Background: an optimization exercise with open tools, aiming at small area. Do not read the settings as production practice.
In this exercise RTL edits were held to simulation tests only and were not proved equivalent to the original.
No activity file was given, so power comes from the tool's default toggle rates.

File: flow/config.mk
export PLATFORM = sky130hd
export DESIGN_NAME = sky
export DESIGN_NICKNAME = sky
export VERILOG_FILES = /design/flow/design.v
export SDC_FILE = /design/flow/constraint.sdc
export NUM_CORES = 4
export LEC_CHECK = 0
export CAP_MARGIN = 20
export CORE_MARGIN = 2
export CORE_UTILIZATION = 30
export SLEW_MARGIN = 20
File: flow/design.v
`default_nettype none
package sky_pkg;
	localparam int COLUMNS = 30;
	localparam int ROWS = 28;
	localparam int BLOCK = 4;
	localparam int SUBPIXELS = 16;
	typedef logic [4:0] column_t;
	typedef logic [4:0] row_t;
	typedef logic [3:0] subpixel_t;
	typedef logic [1:0] cell_t;
	localparam cell_t CELL_EMPTY = 2'b00;
	localparam cell_t CELL_MEATBALL = 2'b10;
	typedef logic [7:0] x_t;
	typedef logic [6:0] y_t;
	typedef logic [2:0] color_t;
	localparam color_t COLOR_SKY = 3'd0;
	localparam color_t COLOR_MEATBALL = 3'd7;
	typedef logic [11:0] lfsr_t;
	localparam lfsr_t LFSR_SEED = 12'hACE;
	localparam lfsr_t LFSR_TAPS = 12'b1000_0010_1001;
endpackage
`default_nettype wire
`default_nettype none
module spawn_lfsr (
	input wire logic clock,
	input wire logic reset,
	output sky_pkg::lfsr_t lfsr_state
);
	logic feedback;
	assign feedback = ^(lfsr_state & sky_pkg::LFSR_TAPS);
	always_ff @(posedge clock) begin
		if (!reset) begin
			lfsr_state <= sky_pkg::LFSR_SEED;
		end else begin
			lfsr_state <= {lfsr_state[10:0], feedback};
		end
	end
endmodule
`default_nettype wire
`default_nettype none
module meatball_grid (
	input wire logic clock,
	input wire logic reset,
	input wire logic update_req,
	output logic update_ack,
	input wire logic drawing,
	input wire sky_pkg::lfsr_t lfsr_state,
	input wire sky_pkg::column_t read_column,
	input wire sky_pkg::row_t read_row,
	output sky_pkg::cell_t read_cell
);
	sky_pkg::cell_t cells [sky_pkg::COLUMNS][sky_pkg::ROWS];
	logic accept;
	logic [4:0] spawn_value;
	assign accept = update_req && !update_ack && !drawing;
	assign spawn_value = lfsr_state[4:0];
	always_ff @(posedge clock) begin
		if (!reset) begin
			update_ack <= 1'b0;
		end else if (accept) begin
			update_ack <= 1'b1;
		end else if (!update_req) begin
			update_ack <= 1'b0;
		end
	end
	always_ff @(posedge clock) begin
		if (!reset) begin
			for (int c = 0; c < sky_pkg::COLUMNS; c++) begin
				for (int r = 0; r < sky_pkg::ROWS; r++) begin
					cells[c][r] <= sky_pkg::CELL_EMPTY;
				end
			end
		end else if (accept) begin
			for (int c = 0; c < sky_pkg::COLUMNS; c++) begin
				for (int r = sky_pkg::ROWS - 1; r > 0; r--) begin
					cells[c][r] <= cells[c][r - 1];
				end
				if (spawn_value == c + 1) begin
					cells[c][0] <= sky_pkg::CELL_MEATBALL;
				end else begin
					cells[c][0] <= sky_pkg::CELL_EMPTY;
				end
			end
		end
	end
	always_comb begin
		if (read_column < sky_pkg::COLUMNS && read_row < sky_pkg::ROWS) begin
			read_cell = cells[read_column][read_row];
		end else begin
			read_cell = sky_pkg::CELL_EMPTY;
		end
	end
endmodule
`default_nettype wire
`default_nettype none
module frame_scanner (
	input wire logic clock,
	input wire logic reset,
	input wire logic draw_req,
	output logic draw_ack,
	output logic drawing,
	output sky_pkg::column_t read_column,
	output sky_pkg::row_t read_row,
	output logic cell_valid,
	output sky_pkg::x_t pixel_x,
	output sky_pkg::y_t pixel_y,
	input wire logic cell_take,
	input wire logic painter_idle
);
	sky_pkg::column_t column;
	sky_pkg::row_t row;
	sky_pkg::subpixel_t subpixel;
	logic scan_done;
	logic last_subpixel;
	logic last_row;
	logic last_column;
	assign last_subpixel = subpixel == sky_pkg::SUBPIXELS - 1;
	assign last_row = row == sky_pkg::ROWS - 1;
	assign last_column = column == sky_pkg::COLUMNS - 1;
	assign cell_valid = drawing && !scan_done;
	assign read_column = column;
	assign read_row = row;
	assign pixel_x = sky_pkg::x_t'(column * sky_pkg::BLOCK + subpixel / sky_pkg::BLOCK);
	assign pixel_y = sky_pkg::y_t'(row * sky_pkg::BLOCK + subpixel % sky_pkg::BLOCK);
	always_ff @(posedge clock) begin
		if (!reset) begin
			drawing <= 1'b0;
			draw_ack <= 1'b0;
			scan_done <= 1'b0;
			column <= '0;
			row <= '0;
			subpixel <= '0;
		end else if (!drawing) begin
			if (draw_req && !draw_ack) begin
				drawing <= 1'b1;
				scan_done <= 1'b0;
				column <= '0;
				row <= '0;
				subpixel <= '0;
			end
		end else if (draw_ack) begin
			if (!draw_req) begin
				draw_ack <= 1'b0;
				drawing <= 1'b0;
			end
		end else if (scan_done) begin
			if (painter_idle) begin
				draw_ack <= 1'b1;
			end
		end else if (cell_take) begin
			if (last_subpixel) begin
				subpixel <= '0;
				if (last_row) begin
					row <= '0;
					if (last_column) begin
						column <= '0;
						scan_done <= 1'b1;
					end else begin
						column <= column + 1'b1;
					end
				end else begin
					row <= row + 1'b1;
				end
			end else begin
				subpixel <= subpixel + 1'b1;
			end
		end
	end
endmodule
`default_nettype wire
`default_nettype none
module pixel_painter (
	input wire logic clock,
	input wire logic reset,
	input wire logic cell_valid,
	input wire sky_pkg::x_t pixel_x,
	input wire sky_pkg::y_t pixel_y,
	input wire sky_pkg::cell_t read_cell,
	output logic cell_take,
	output logic painter_idle,
	output logic pixel_req,
	input wire logic pixel_ack,
	output sky_pkg::x_t x,
	output sky_pkg::y_t y,
	output sky_pkg::color_t color
);
	sky_pkg::color_t cell_color;
	assign painter_idle = !pixel_req && !pixel_ack;
	assign cell_take = cell_valid && painter_idle;
	always_comb begin
		if (read_cell != sky_pkg::CELL_EMPTY) begin
			cell_color = sky_pkg::COLOR_MEATBALL;
		end else begin
			cell_color = sky_pkg::COLOR_SKY;
		end
	end
	always_ff @(posedge clock) begin
		if (!reset) begin
			pixel_req <= 1'b0;
		end else if (cell_take) begin
			pixel_req <= 1'b1;
		end else if (pixel_req && pixel_ack) begin
			pixel_req <= 1'b0;
		end
	end
	always_ff @(posedge clock) begin
		if (!reset) begin
			x <= '0;
			y <= '0;
			color <= sky_pkg::COLOR_SKY;
		end else if (cell_take) begin
			x <= pixel_x;
			y <= pixel_y;
			color <= cell_color;
		end
	end
endmodule
`default_nettype wire
`default_nettype none
module sky (
	input wire logic clock,
	input wire logic reset,
	input wire logic update_req,
	output logic update_ack,
	input wire logic draw_req,
	output logic draw_ack,
	output logic pixel_req,
	input wire logic pixel_ack,
	output sky_pkg::x_t x,
	output sky_pkg::y_t y,
	output sky_pkg::color_t color
);
	sky_pkg::lfsr_t lfsr_state;
	sky_pkg::column_t read_column;
	sky_pkg::row_t read_row;
	sky_pkg::cell_t read_cell;
	logic drawing;
	logic cell_valid;
	logic cell_take;
	logic painter_idle;
	sky_pkg::x_t pixel_x;
	sky_pkg::y_t pixel_y;
	spawn_lfsr i_spawn_lfsr (
		.clock(clock),
		.reset(reset),
		.lfsr_state(lfsr_state)
	);
	meatball_grid i_meatball_grid (
		.clock(clock),
		.reset(reset),
		.update_req(update_req),
		.update_ack(update_ack),
		.drawing(drawing),
		.lfsr_state(lfsr_state),
		.read_column(read_column),
		.read_row(read_row),
		.read_cell(read_cell)
	);
	frame_scanner i_frame_scanner (
		.clock(clock),
		.reset(reset),
		.draw_req(draw_req),
		.draw_ack(draw_ack),
		.drawing(drawing),
		.read_column(read_column),
		.read_row(read_row),
		.cell_valid(cell_valid),
		.pixel_x(pixel_x),
		.pixel_y(pixel_y),
		.cell_take(cell_take),
		.painter_idle(painter_idle)
	);
	pixel_painter i_pixel_painter (
		.clock(clock),
		.reset(reset),
		.cell_valid(cell_valid),
		.pixel_x(pixel_x),
		.pixel_y(pixel_y),
		.read_cell(read_cell),
		.cell_take(cell_take),
		.painter_idle(painter_idle),
		.pixel_req(pixel_req),
		.pixel_ack(pixel_ack),
		.x(x),
		.y(y),
		.color(color)
	);
endmodule
`default_nettype wire
File: flow/run.sh
#!/bin/bash
# synth_recipe.tcl (not shown) runs the flow's synth.tcl, then flattens the netlist and writes it again
# the make line also repeats each setting of config.mk as NAME=value (left out here)
make -C /OpenROAD-flow-scripts/flow DESIGN_CONFIG=/design/flow/config.mk WORK_HOME=/design/flow/orfs CLKGATE_MAP_FILE= SYNTH_SCRIPT=/design/flow/synth_recipe.tcl finish
File: flow/constraint.sdc
create_clock -name core_clock -period 8.0 [get_ports {clock}]
set_input_delay 1.6000 -clock core_clock [delete_from_list [all_inputs] [get_ports {clock}]]
set_output_delay 1.6000 -clock core_clock [all_outputs]
set_load 0.01 [all_outputs]
==> results of run 1 <==
[cell families after synthesis]
family          share of synthesized area
other cells                     0.0000828
mux                               0.00160
xor+xnor                          0.00475
fa+ha+maj                         0.00790
compound gates                      0.307
flops                               0.392
buf+inv                            0.0492
simple gates                        0.238
[metrics by stage]
stage / worst slack, ns / total power [uW] / area (sq um) / util / instances
global placement: 0.381 / 5790 / 49600 / 0.331 / 7835
floorplan: 3.11 / 5100 / 45300 / - / 5977
CTS: 1.10 / 10500 / 53000 / 0.354 / 8015
finish: 0.758 / 10600 / 53100 / 0.355 / 8051
detailed placement: 1.12 / 5780 / 49700 / 0.332 / 7838
global route: 0.728 / 10700 / 53000 / 0.354 / 8018
[per-layer routing]
metal,track usage,up-vias
met3,0.168,1143
met5,0,-
met1,0.560,25800
met2,0.613,3779
met4,0.327,54
li1,-,21100
[final timing paths]
check | from | endpoint | depth (start not counted)
min | i_spawn_lfsr.lfsr_state[8] | i_spawn_lfsr.lfsr_state[9] | 1
max | i_frame_scanner.column[2] | i_pixel_painter.color[1] | 18
max reg2reg | i_frame_scanner.column[2] | i_pixel_painter.color[1] | 18
min reg2reg | i_spawn_lfsr.lfsr_state[8] | i_spawn_lfsr.lfsr_state[9] | 1
[power by group through the flow]
stage | combinational, uW | clock (uW) | sequential [uW]
final | 1330 | 4780 | 4440
after global routing | 1290 | 5000 | 4440
after CTS | 1240 | 4820 | 4440
after detailed placement | 1240 | 0 | 4540
after global placement | 1250 | 0 | 4540
after floorplan | 572 | 0 | 4530
[layout make-up]
type / count / area, sq um
Fill cell: 15900 / 96700
Multi-Input combinational cell: 4514 / 25900
Sequential cell: 886 / 17700
Timing Repair Buffer: 407 / 3450
Clock buffer: 133 / 2810
Tap cell: 2016 / 2520
Clock inverter: 44 / 562
Antenna cell: 36 / 90.1
Inverter: 15 / 56.3
[state kept, by name (all words and copies together) (netlist names), 4 cells and up]
signal,cells
i_frame_scanner.row,5
i_pixel_painter.x,7
i_frame_scanner.subpixel,4
i_frame_scanner.column,5
i_spawn_lfsr.lfsr_state,12
i_meatball_grid.cells,840
i_pixel_painter.y,7
[worst max-delay path: stages, from the launching register on]
cell and delay, ns:
dfxtp_1 0.54, fa_1 0.50, ha_1 0.25, fa_1 0.82, nand2_1 0.30, xnor2_4 0.35, buf_4 0.29, nand2_1 0.10
buf_4 0.45, a21oi_2 0.21, buf_12 0.23, a32oi_1 0.81, a31oi_1 0.61, a211oi_1 0.49, nand4_1 0.13, or3_1 0.33
nor4_1 0.30, nand4_1 0.16, and4_1 0.19
[placed cells by master, fill, tap and decap left out, types with 33 or more instances in the layout]
| cell | count |
|---|---|
| a22oi_1 | 162 |
| o21ai_0 | 145 |
| a221oi_1 | 42 |
| diode_2 | 36 |
| a22o_1 | 55 |
| a311oi_1 | 35 |
| nor2b_1 | 43 |
| a21oi_1 | 148 |
| nand2_1 | 1807 |
| buf_4 | 354 |
| a32oi_1 | 51 |
| dfxtp_1 | 886 |
| nand4_1 | 59 |
| nand3_1 | 211 |
| o22ai_1 | 33 |
| clkbuf_16 | 97 |
| nor2_1 | 144 |
| a21boi_0 | 828 |
| a31oi_1 | 88 |
| nor3_1 | 65 |
==> results.sh, run 1 <==
export IMPL_finalHoldViolations=0
export IMPL_start_util=0.302
export IMPL_port_buffers=24
export IMPL_skew_ns=0.0320
export IMPL_wl_per_cell_um=43.6
export IMPL_switchingPower_uw=3130
export IMPL_total_leakage_power_uw=0.0164
export IMPL_finalWeightedCongestion=1.12
export IMPL_slew_viol_final=0
export IMPL_synthToLayoutAreaGrowth_pct=17.3
export IMPL_cts_tree="done"
export IMPL_rows=142
export IMPL_synth_edf_count=0
export IMPL_cts_reportedPaths_clkPinSlew_ns=0.07
export IMPL_worstPathRequired_ns=8.66
export IMPL_cellInternalPower_uw=7430
export IMPL_drc=0
export IMPL_cts_buffers=96
export IMPL_drive_gt1_frac=0.115
export IMPL_worstPathArrival_ns=7.90
export IMPL_synth_most_common_cell="nand2_1"
export IMPL_ys_async_sr_fraction=0
export IMPL_core_area_sq_mm=0.150
export IMPL_cts_resized_gates=0
export IMPL_num_vias=51900
export IMPL_critPathCaptureType="flop"
export IMPL_synth_seq_area_share=0.392
export IMPL_drt_pass1_iterations=7
export IMPL_clk_latency_ns=0.76
export IMPL_grt_ovfl_total=0
export IMPL_dp_hpwl_um=257000
export IMPL_fin_nets=5950
export IMPL_ant_nets=0
export IMPL_cts_buffer_depth=3
export IMPL_grt_usage=0.445
export IMPL_synth_seq_cells=886
export IMPL_slew_headroom=0.0995
export IMPL_grt_max_degree=218
export IMPL_power_frac_clock=0.453
export IMPL_antenna_found_initial=55
export IMPL_post_route_period_util=0.905
export IMPL_synth_area_leaders="dfxtp_1 39%, nand2_1 15%, a21boi_0 14%"
export IMPL_top_layer_used="met5"
export IMPL_comb_power_share=0.126
export IMPL_rsz0062_at_grt="false"
export IMPL_fin_hold_ws_ns=0.406
export IMPL_seq_power_share=0.421
export IMPL_synth_cell_type_count=92
export IMPL_synthFlopType="dfxtp_1"
export IMPL_yosysTopAreaCell="dfxtp_1"
export IMPL_cts_sinks=886
export IMPL_routed_wl_um=351000
export IMPL_syn_nets=6007
export IMPL_io_pins=26
export IMPL_yosysWarnings=5
export IMPL_drt_met1_wl_um=140000
export IMPL_critPathKind="reg -> reg"
export IMPL_dr_wl_met3_um=41800
export IMPL_synthCells=5977
export IMPL_drt_iter0_drc=7885
export IMPL_setup_viol=0
export IMPL_cts_root_buf="clkbuf_16"
export IMPL_p_sw_frac=0.296
export IMPL_synth_common_cells="1814 x nand2_1, 886 x dfxtp_1, 828 x a21boi_0"
export IMPL_critPathLaunchType="flop"
export IMPL_wl_met2_um=138000
export IMPL_worst_path_max_fanout=15
export IMPL_hold_path_class="reg -> reg"
export IMPL_via_per_inst=6.44
export IMPL_cap_violations=0
export IMPL_powerDensity_mw_per_mm2=199
export IMPL_period_minus_slack_ns=7.24
export IMPL_die_w_um=393
export IMPL_cts_hold_buf=0
export IMPL_syn_area_per_cell_sq_um=7.58
export IMPL_fmax_mhz=138
export IMPL_worst_slew_pin_slew_ns=1.35
export IMPL_yosysTopAreaCellShare=0.392
export IMPL_timing_setup_tns_ns=0
export IMPL_grt_pass1_wl_um=456000
export IMPL_htree_levels=3
export IMPL_syn_area_sq_mm=0.0453
export IMPL_die_h_um=393
export IMPL_max_vdd_ir_drop_v=0.000185
export IMPL_dieArea_sq_mm=0.154
export IMPL_status="no timing/DRC/antenna violations"
export IMPL_regToRegSetupSlack_ns=0.76
export IMPL_grt_pass1_vias=46900
export IMPL_post_cts_buffers=0
==> run 2, diff against run 1 <==
==> flow/design.v (replaced) <==
`default_nettype none
package sky_pkg;
	localparam int COLUMNS = 30;
	localparam int ROWS = 28;
	localparam int BLOCK = 4;
	localparam int SUBPIXELS = 16;
	typedef logic [4:0] column_t;
	typedef logic [4:0] row_t;
	typedef logic [3:0] subpixel_t;
	typedef logic [1:0] cell_t;
	localparam cell_t CELL_EMPTY = 2'b00;
	localparam cell_t CELL_MEATBALL = 2'b10;
	typedef logic [7:0] x_t;
	typedef logic [6:0] y_t;
	typedef logic [2:0] color_t;
	localparam color_t COLOR_SKY = 3'd0;
	localparam color_t COLOR_MEATBALL = 3'd7;
	typedef logic [11:0] lfsr_t;
	localparam lfsr_t LFSR_SEED = 12'hACE;
	localparam lfsr_t LFSR_TAPS = 12'b1000_0010_1001;
endpackage
`default_nettype wire
`default_nettype none
module sky (
	input wire logic clock,
	input wire logic reset,
	input wire logic update_req,
	output logic update_ack,
	input wire logic draw_req,
	output logic draw_ack,
	output logic pixel_req,
	input wire logic pixel_ack,
	output logic [7:0] x,
	output logic [6:0] y,
	output logic [2:0] color
);
	localparam int ROWS = 28;
	logic [11:0] lfsr;
	logic [4:0] rows [ROWS];
	logic [4:0] filled;
	logic [4:0] rotate_count;
	logic drawing;
	logic scan_done;
	logic [4:0] column;
	logic [4:0] row;
	logic [3:0] subpixel;
	logic meatball;
	logic accept;
	logic rotating;
	logic painter_idle;
	logic take;
	logic pixel_done;
	logic cell_now;
	assign accept = update_req && !update_ack && !drawing;
	assign rotating = rotate_count != 5'd0;
	assign painter_idle = !pixel_req && !pixel_ack;
	assign take = drawing && !scan_done && painter_idle;
	assign pixel_done = pixel_req && pixel_ack;
	assign cell_now = (row < filled) && (rows[0] == column + 5'd1);
	assign x = {column, subpixel[3:2]};
	assign y = {row, subpixel[1:0]};
	assign color = {3{meatball}};
	always_ff @(posedge clock) begin
		if (!reset) begin
			lfsr <= 12'hACE;
		end else begin
			lfsr <= {lfsr[10:0], lfsr[11] ^ lfsr[5] ^ lfsr[3] ^ lfsr[0]};
		end
	end
	always_ff @(posedge clock) begin
		if (!reset) begin
			update_ack <= 1'b0;
		end else if (accept) begin
			update_ack <= 1'b1;
		end else if (!update_req) begin
			update_ack <= 1'b0;
		end
	end
	always_ff @(posedge clock) begin
		if (!reset) begin
			filled <= '0;
		end else if (accept && filled != 5'(ROWS)) begin
			filled <= filled + 5'd1;
		end
	end
	always_ff @(posedge clock) begin
		if (accept || rotating) begin
			rows[0] <= accept ? lfsr[4:0] : rows[ROWS - 1];
			for (int r = 1; r < ROWS; r++) begin
				rows[r] <= rows[r - 1];
			end
		end
	end
	always_ff @(posedge clock) begin
		if (!reset) begin
			rotate_count <= '0;
		end else if (take && subpixel == 4'd0) begin
			rotate_count <= 5'(ROWS - 1);
		end else if (rotating) begin
			rotate_count <= rotate_count - 5'd1;
		end
	end
	always_ff @(posedge clock) begin
		if (take && subpixel == 4'd0) begin
			meatball <= cell_now;
		end
	end
	always_ff @(posedge clock) begin
		if (!reset) begin
			drawing <= 1'b0;
			draw_ack <= 1'b0;
			scan_done <= 1'b0;
		end else if (!drawing) begin
			if (draw_req) begin
				drawing <= 1'b1;
			end
		end else if (draw_ack) begin
			if (!draw_req) begin
				draw_ack <= 1'b0;
				drawing <= 1'b0;
				scan_done <= 1'b0;
			end
		end else if (scan_done) begin
			if (painter_idle) begin
				draw_ack <= 1'b1;
			end
		end else if (pixel_done && subpixel == 4'd15 && row == 5'(ROWS - 1) && column == 5'd29) begin
			scan_done <= 1'b1;
		end
	end
	always_ff @(posedge clock) begin
		if (!reset) begin
			column <= '0;
			row <= '0;
			subpixel <= '0;
		end else if (pixel_done) begin
			subpixel <= subpixel + 4'd1;
			if (subpixel == 4'd15) begin
				if (row == 5'(ROWS - 1)) begin
					row <= '0;
					column <= column == 5'd29 ? 5'd0 : column + 5'd1;
				end else begin
					row <= row + 5'd1;
				end
			end
		end
	end
	always_ff @(posedge clock) begin
		if (!reset) begin
			pixel_req <= 1'b0;
		end else if (take) begin
			pixel_req <= 1'b1;
		end else if (pixel_done) begin
			pixel_req <= 1'b0;
		end
	end
endmodule
`default_nettype wire
==> results.sh, run 2 <==
export IMPL_synth_top_family_by_area="simple AND/OR/NAND/NOR gates"
export IMPL_start_util=0.303
export IMPL_final_common_cell="edfxtp_1"
export IMPL_port_buffers=24
export IMPL_cts_sinks=182
export IMPL_reg_top3="rows: 140 flops, lfsr: 12 flops"
export IMPL_powerDensity_mw_per_mm2=389
export IMPL_wl_per_cell_um=13.7
export IMPL_fin_hold_ws_ns=0.398
export IMPL_rsz0062_at_grt="false"
export IMPL_num_vias=2950
export IMPL_synth_seq_cells=182
export IMPL_regMostFlops="rows"
export IMPL_synthAdderAreaFrac=0.0238
export IMPL_largest_register_ffs=140
export IMPL_worst_slew_pin_slew_ns=0.599
export IMPL_cts_reportedPaths_clkPinSlew_ns=0.07
export IMPL_period_minus_slack_ns=3.65
export IMPL_synth_area_leaders="edfxtp_1 67%, dfxtp_1 13%, ha_1 2.4%"
export IMPL_place_area_sq_mm=0.00691
export IMPL_ys_async_sr_fraction=0
export IMPL_cts_root_buf="clkbuf_16"
export IMPL_critPathKind="in -> reg"
export IMPL_drc=0
export IMPL_cts_tree="done"
export IMPL_cellInternalPower_uw=2220
export IMPL_grt_pass1_wl_um=15100
export IMPL_clk_latency_ns=0.43
export IMPL_synthSimpleGateAreaFrac=0.0747
export IMPL_htree_levels=4
export IMPL_slew_headroom=0.599
export IMPL_critPathLaunchType="input pin"
export IMPL_timing_setup_tns_ns=0
export IMPL_worstPathRequired_ns=8.06
export IMPL_switchingPower_uw=701
export IMPL_max_vdd_ir_drop_v=0.000156
export IMPL_ant_nets=0
export IMPL_p_sw_frac=0.240
export IMPL_grt_max_degree=63
export IMPL_min_delay_start="lfsr[8]"
export IMPL_synth_cell_type_count=43
export IMPL_yosysWarnings=2
export IMPL_power_frac_clock=0.294
export IMPL_synth_common_cells="141 x edfxtp_1, 41 x dfxtp_1, 18 x nand2_1"
export IMPL_synthToLayoutAreaGrowth_pct=19.1
export IMPL_comb_power_share=0.100
export IMPL_grt_pass1_vias=2877
export IMPL_synthCells=369
export IMPL_drt_iter0_drc=166
export IMPL_grt_ovfl_total=0
export IMPL_synth_compound_area_frac=0.0426
export IMPL_finalHoldViolations=0
export IMPL_skew_ns=0.00947
export IMPL_synthXorXnorAreaFrac=0.0250
export IMPL_synth_edf_count=141
export IMPL_r2r_end="rows[10][0]"
export IMPL_dieArea_sq_mm=0.0222
export IMPL_drt_pass1_iterations=4
export IMPL_syn_area_sq_mm=0.00631
export IMPL_reg2reg_from="drawing"
export IMPL_drive_gt1_frac=0.110
export IMPL_grt_usage=0.0903
export IMPL_dp_hpwl_um=5480
export IMPL_worstPathArrival_ns=3.72
export IMPL_cts_buffers=17
export IMPL_hold_path_class="reg -> reg"
export IMPL_synthFlopType="edfxtp_1"
export IMPL_critPathCaptureType="flop"
export IMPL_fin_nets=421
export IMPL_setup_viol=0
export IMPL_worst_path_max_fanout=43
export IMPL_status="no timing/DRC/antenna violations"
export IMPL_slew_viol_final=0
export IMPL_cp_startpoint="update_req"
export IMPL_finalWeightedCongestion=0.759
export IMPL_synth_area_mux_share=0.0121
export IMPL_total_leakage_power_uw=0.00260
export IMPL_finalInstanceArea_sq_mm=0.00752
export IMPL_regToRegSetupSlack_ns=5.62
export IMPL_post_cts_buffers=0
export IMPL_die_h_um=149
export IMPL_cts_buffer_depth=2
export IMPL_die_w_um=149
export IMPL_antenna_found_initial=0
export IMPL_reg2reg_depth=3
export IMPL_yosysTopAreaCellShare=0.671
export IMPL_rows=53
export IMPL_io_pins=26
export IMPL_via_per_inst=4.26
export IMPL_yosysTopAreaCell="edfxtp_1"
export IMPL_n_antenna_cell=0
export IMPL_synth_most_common_cell="edfxtp_1"
export IMPL_routed_wl_um=9460
export IMPL_syn_nets=386
export IMPL_endpoint="rows[10][0]"
export IMPL_cts_resized_gates=0
export IMPL_post_route_period_util=0.457
export IMPL_core_area_sq_mm=0.0208
export IMPL_cts_hold_buf=0
export IMPL_seq_power_share=0.606
export IMPL_syn_area_per_cell_sq_um=17.1
export IMPL_cap_violations=0
export IMPL_fmax_mhz=274
export IMPL_synth_seq_area_share=0.801
export IMPL_final_cell_mix="141 x edfxtp_1, 41 x dfxtp_1, 24 x clkdlybuf4s50_1"
-- run 2: layout make-up --
type,count,area (sq um)
tap,275,344
clock inverter,12,165
clock buffer,20,447
timing repair buffer,28,310
inverter,16,60.1
sequential,182,5050
fill,1951,13300
multi-input combinational,159,1140
-- run 2: worst min path at each step --
stage,end,slack (ns),cells past startpoint
global route,rows[15][4],0.42,0
finish,lfsr[9],0.40,1
CTS,lfsr[9],0.40,1
floorplan,lfsr[11],0.39,1
global placement,lfsr[9],0.40,1
detailed placement,lfsr[9],0.40,1
-- run 2: cells by family (layout without fill, tap and decap cells) --
group,after synthesis,count (layout)
other,1,1
flip-flops,182,182
AO/OA/AOI/OAI,38,38
multiplexers,7,7
AND/OR/NAND/NOR,83,83
XOR/XNOR,18,18
buffers and inverters,28,76
adder cells (fa/ha/maj),12,12
-- run 2: worst max-delay path: stages --
cell             delay [ns]
clkdlybuf4s50_1        0.47
nor3b_2                0.52
nand2b_4               0.57
buf_4                  0.53
-- run 2: power by group through the flow --
stage | Clock [uW] | Sequential, uW | Combinational, uW
3_3_place_gp | 0 | 1780 | 261
2_1_floorplan | 0 | 1760 | 205
3_5_place_dp | 0 | 1780 | 300
4_1_cts | 882 | 1780 | 298
5_1_grt | 920 | 1810 | 324
6_report | 859 | 1770 | 291
-- run 2: per-layer routing --
layer	part of all wire	global-route usage
met1	0.51	0.123
met2	0.44	0.127
met3	0.038	0.0382
met4	0.014	0.0362
met5	0	0
-- run 2: per-stage QoR --
stage	setup WS, ns	total power [uW]	std cells	util
floorplan	2.03	1970	369	-
global placement	3.39	2040	658	0.329
detailed placement	3.85	2070	660	0.332
CTS	4.31	2960	692	0.361
global route	4.18	3060	692	0.361
finish	4.35	2920	692	0.361

==> what the ideal ports hide <==
Ports are ideal in the flow. The routed layouts listed here were re-timed in OpenROAD.
Step 1 sets driving cells, clkbuf_16 on the clock port and buf_2 on the other inputs (assumed; they add their load-dependent delay and slew).
Step 2 also shifts input and output timing later by t, the mid clock arrival at the registers, as if the neighbouring blocks saw the same clock.
Three values: ideal, step 1, step 2; two values: the first two.
| run | t (ns) | setup slack, ns | clock arrival spread, ns |
|---|---|---|---|
| run 1 | 0.848 | 0.758 / 0.758 / 0.758 | 0.046 / 0.046 |
| run 2 | 0.462 | 4.346 / 4.350 / 3.889 | 0.010 / 0.011 |
After both steps every run listed still meets setup and hold. The setup slack of run 2, which loses most, moves by +0.004 ns with the drivers and by -0.457 ns with both steps.
